This is an optimization exercise on Yosys and OpenROAD, whose aim is small area, not a production implementation. In this exercise RTL edits were held to simulation tests only and were not proved equivalent to the original. Power is estimated from default activity; no workload was simulated.

job 105:
## conv_sample_mem
module conv_sample_mem (
  input  logic                    clk,
  input  logic                    rst,
  input  logic                    ena,
  input  logic                    wr,
  input  logic                    rd,
  input  conv_mem_pkg::pix_addr_t addr,
  input  conv_mem_pkg::pixel_t    pixel,
  output conv_mem_pkg::window_t   window,
  output logic                    window_valid,
  output logic                    ack
);
  logic       wr1, rd1;
  logic [7:0] addr1;
  logic [3:0] pix1;
  always_ff @(posedge clk) begin
    wr1   <= ena & wr & ~rst;
    rd1   <= ena & rd & ~wr & ~rst;
    addr1 <= addr;
    pix1  <= pixel;
  end
  logic       rd2;
  logic [7:0] addr2;
  always_ff @(posedge clk) begin
    rd2   <= rd1 & ~rst;
    addr2 <= addr1;
  end
  logic [15:0] hi_n, lo_n;
  logic [255:0] we;
  logic [3:0] img [256];
  for (genvar j = 0; j < 16; j++) begin : g_pre
    assign hi_n[j] = ~(wr1 & (addr1[7:4] == 4'(j)));
    assign lo_n[j] = ~(addr1[3:0] == 4'(j));
  end
  for (genvar a = 0; a < 256; a++) begin : g_word
    cell_nor2 u_we (.a(hi_n[a / 16]), .b(lo_n[a % 16]), .y(we[a]));
    always_ff @(posedge clk) begin
      if (we[a]) img[a] <= pix1;
    end
  end
  logic [3:0] col, row;
  assign col = addr2[3:0];
  assign row = addr2[7:4];
  logic [3:0] gq, lt, cy;
  for (genvar k = 0; k < 4; k++) begin : g_gq
    assign gq[k] = (col[3:2] == 2'(k));
    assign lt[k] = (2'(k) < col[1:0]);
  ...
Size: roughly 2700 cells after synthesis, ~40000 um^2 of cells after synthesis.
clock: 6.0 ns
lec_check: 0
cap_margin: 20
core_margin: 2
core_utilization: 65
cts_cluster_diameter: 80
cts_cluster_size: 30
place_density: 0.8
setup_slack_margin: 0.25
slew_margin: 20
synth_hierarchical: 1
standard.sh (not shown) runs the stock make flow with config.mk's settings and CLKGATE_MAP_FILE= SYNTH_SCRIPT=/design/flow/synth_recipe.tcl, a recipe that flattens the netlist after the stock synthesis.
==> flow/flow/run.sh <==
#!/bin/bash
# The standard layout (standard synthesis unchanged), except that the
# port buffers are plain buf_2 cells instead of the delay buffer that
# buffer_ports picks by default, and that clock tree synthesis inserts no
# dummy loads (same clustering as config.mk's CTS_CLUSTER_* settings).
# make's full output goes to flow_make.log.
set -euo pipefail
cd "$(dirname "$0")/.."
bash standard.sh "BUFFER_PORTS_ARGS=-buffer_cell sky130_fd_sc_hd__buf_2" \
  "CTS_ARGS=-sink_clustering_enable -repair_clock_nets -sink_clustering_size 30 -sink_clustering_max_diameter 80 -dont_use_dummy_load" \
  finish > flow_make.log 2>&1
Relative to job 105, the following input files were edited for job 104:
==> flow/flow/run.sh <==
#!/bin/bash
# The standard layout (standard synthesis unchanged), except that the
# port buffers are plain buf_2 cells instead of the delay buffer that
# buffer_ports picks by default, and that clock tree synthesis uses clkbuf_8
# cells in smaller clusters (at most 18 sinks, 60 um) and inserts no dummy
# loads. make's full output goes to flow_make.log.
set -euo pipefail
cd "$(dirname "$0")/.."
bash standard.sh "BUFFER_PORTS_ARGS=-buffer_cell sky130_fd_sc_hd__buf_2" \
  "CTS_ARGS=-sink_clustering_enable -repair_clock_nets -sink_clustering_size 18 -sink_clustering_max_diameter 60 -buf_list sky130_fd_sc_hd__clkbuf_8 -dont_use_dummy_load" \
  finish > flow_make.log 2>&1
--- outcome ---
Relative to job 105, flop-to-flop setup slack has gone down in job 104.
[compare] base=job 105 new=job 104: non-clock buffer total of the final layout went up by 0.74%, final critical-path required period went up by 0.016 ns.

========
== amber ==
Starting RTL as in the previous note.
==> flow/config.mk <==
export PLATFORM = sky130hd
export DESIGN_NAME = conv_sample_mem
export DESIGN_NICKNAME = conv_sample_mem
export VERILOG_FILES = /design/flow/design.v
export SDC_FILE = /design/flow/constraint.sdc
export NUM_CORES = 4
export LEC_CHECK = 0
export CAP_MARGIN = 5
export CORE_MARGIN = 2
export CORE_UTILIZATION = 65
export CTS_CLUSTER_DIAMETER = 80
export CTS_CLUSTER_SIZE = 30
export PLACE_DENSITY = 0.8
export SETUP_SLACK_MARGIN = 0.25
export SLEW_MARGIN = 5
export SYNTH_HIERARCHICAL = 1
==> flow/constraint.sdc <==
create_clock -name core_clock -period 6.0 [get_ports {clk}]
set_input_delay 1.2000 -clock core_clock [delete_from_list [all_inputs] [get_ports {clk}]]
set_output_delay 1.2000 -clock core_clock [all_outputs]
set_load 0.01 [all_outputs]
==> flow/flow/run.sh <==
#!/bin/bash
# The standard layout (standard synthesis unchanged), except that the
# port buffers are plain buf_2 cells instead of the delay buffer that
# buffer_ports picks by default, and that clock tree synthesis inserts no
# dummy loads (same clustering as config.mk's CTS_CLUSTER_* settings).
# make's full output goes to flow_make.log.
set -euo pipefail
cd "$(dirname "$0")/.."
bash standard.sh "BUFFER_PORTS_ARGS=-buffer_cell sky130_fd_sc_hd__buf_2" \
  "CTS_ARGS=-sink_clustering_enable -repair_clock_nets -sink_clustering_size 30 -sink_clustering_max_diameter 80 -dont_use_dummy_load" \
  finish > flow_make.log 2>&1
The inputs of onyx differ from those of amber as listed below.
Settings: PLACE_DENSITY changed from 0.8 to 0.75; CAP_MARGIN changed from 5 to 20; CORE_UTILIZATION changed from 65 to 60; SLEW_MARGIN changed from 5 to 20.
==> comparison <==
- Looking at global routing usage summed across all routing layers, onyx sits 3.2 points lower than amber does.
- Comparing onyx and amber, the lower overall power was measured on amber.
- Min final cell count across onyx and amber: amber
- Looking at worst hold slack, onyx sits 6.8 ps above amber.
- Endpoint of the worst setup timing path = window[13]: amber; endpoint of the worst setup timing path = window[3]: onyx
- Reported for onyx and amber, total global routing overflow turned out identical to the last digit.
- Clock tree buffer count of the final layout (onyx vs. amber) increases by a few percent
- Going from amber to onyx, maximum count of clock buffers along a single path ~0 delta; final net count ~0 delta; total number of vias -about 1%.
### onyx -> maple
Settings: PLACE_DENSITY: 0.75 -> 0.9; CORE_UTILIZATION: 60 -> 75.
==> flow/flow/run.sh <==
#!/bin/bash
# The standard layout (standard synthesis unchanged), except that the
# port buffers are plain buf_2 cells instead of the delay buffer that
# buffer_ports picks by default. make's full output goes to flow_make.log.
set -euo pipefail
cd "$(dirname "$0")/.."
bash standard.sh "BUFFER_PORTS_ARGS=-buffer_cell sky130_fd_sc_hd__buf_2" finish > flow_make.log 2>&1
Findings:
- addr2[6] as the source of the critical timing path was reported by maple, and addr2[5] by onyx.
- Between onyx and maple, peak fanout along the critical path increased.
- On cell area, maple tracks onyx almost exactly.
- maple: detailed route wirelength on metal2 about 0.36% below onyx
[inputs] xenon vs maple
Settings: a change of CORE_UTILIZATION from 75 to 65; a change of PLACE_DENSITY from 0.9 to 0.8.
## What came out
- Changes observed in xenon relative to maple: portion of total power attributed to the clock network now sits lower, instance count along the most critical hold path picked up an extra 1, proportion of cell area occupied by registers shows no meaningful change, power after layout went down, power per standard cell area fell about 1.3%.
- For maple, the slowest library cell on the worst path was sky130_fd_sc_hd__and2_2, unlike xenon, where it was sky130_fd_sc_hd__mux2i_1.
- xenon contains fewer vias than maple.
- Per the comparison of xenon with maple, final critical-path share of the clock period went up, worst hold slack went up, cell area after layout did not really move, core utilization went down.
The following lists how ember was set up differently from xenon:
Settings: an added GPL_ROUTABILITY_DRIVEN of 0.
==> flow/flow/run.sh <==
#!/bin/bash
# The standard layout (standard synthesis unchanged), except that the
# port buffers are plain buf_2 cells instead of the delay buffer that
# buffer_ports picks by default, and that clock tree synthesis inserts no
# dummy loads (same clustering as config.mk's CTS_CLUSTER_* settings).
# make's full output goes to flow_make.log.
set -euo pipefail
cd "$(dirname "$0")/.."
bash standard.sh "BUFFER_PORTS_ARGS=-buffer_cell sky130_fd_sc_hd__buf_2" \
  "CTS_ARGS=-sink_clustering_enable -repair_clock_nets -sink_clustering_size 30 -sink_clustering_max_diameter 80 -dont_use_dummy_load" \
  finish > flow_make.log 2>&1
Notes after the runs:
- Setup slack for ember: 31 ps down relative to xenon
- Relative to xenon, the count of clock-buffer cells in the layout measured on ember has decreased by more than a quarter.
- Comparing xenon and ember, the lower fmax is on ember.
- The via count reported for ember is lower than the one for xenon.
What willow does differently from ember at the input level:
Settings: changing CORE_UTILIZATION from 65 to 60; removing GPL_ROUTABILITY_DRIVEN (formerly 0); changing PLACE_DENSITY from 0.8 to 0.7; changing SETUP_SLACK_MARGIN from 0.25 to 0.2.
==> flow/flow/run.sh <==
#!/bin/bash
# The standard layout (standard synthesis unchanged), except that the
# port buffers are plain buf_2 cells instead of the delay buffer that
# buffer_ports picks by default. make's full output goes to flow_make.log.
set -euo pipefail
cd "$(dirname "$0")/.."
bash standard.sh "BUFFER_PORTS_ARGS=-buffer_cell sky130_fd_sc_hd__buf_2" finish > flow_make.log 2>&1
## What came out
willow: no failed stages, no open violations at the end. Row sequential power share: willow lower / ember higher. Relative to ember, the clock group total power measured on willow has increased by more than 10%. What ember reported for met1 routed wirelength after detailed routing has to be multiplied by 1.11 to get the figure for willow. willow vs ember: time the final worst path needs with I/O delays and setup down. Going from ember to willow, global-route wire length before repair increased by about 3.2% relative to the old numbers, summed area of non-filler cells in the final layout went up by 1.0%, cell count up 68, internal power summed over all cells picked up an extra 2.2%. Via count: willow and ember compared, lower one is willow. Compared with ember, standard cell area after detailed placement in willow increased slightly.

[afterwards: timing with drivers on the ports]
No port has a modelled driver above. Below, the same layouts with a new extraction and two added sets of constraints. Step 1: set_driving_cell puts a clkbuf_16 on clk and a buf_2 on each other input, an assumption about the parent block. Step 2 moves the port delays by t, midway between the first and last clock arrival at a register: inputs arrive t later, outputs are due t later. That takes back most of the time a late clock gives input paths. Slacks: ideal ports / drivers / drivers and shift; pairs: ideal ports / drivers.
run	t (ns)	slack for setup (ns)	worst setup path at the end	clock arrival spread, ns
job 105	0.674	0.194 / 0.129 / 0.803	register to output	0.060 / 0.060
job 104	0.736	0.177 / 0.119 / 0.855	register to output	0.067 / 0.067
amber	0.670	0.168 / 0.105 / 0.776	register to output	0.057 / 0.057
onyx	0.673	0.246 / 0.179 / 0.853	register to output	0.075 / 0.075
maple	0.682	0.156 / 0.093 / 0.775	register to output	0.037 / 0.036
xenon	0.693	0.146 / 0.080 / 0.773	register to output	0.038 / 0.038
ember	0.674	0.115 / 0.050 / 0.724	register to output	0.042 / 0.042
willow	0.670	0.130 / 0.067 / 0.737	register to output	0.037 / 0.036
After both steps setup and hold are still met in every run listed.
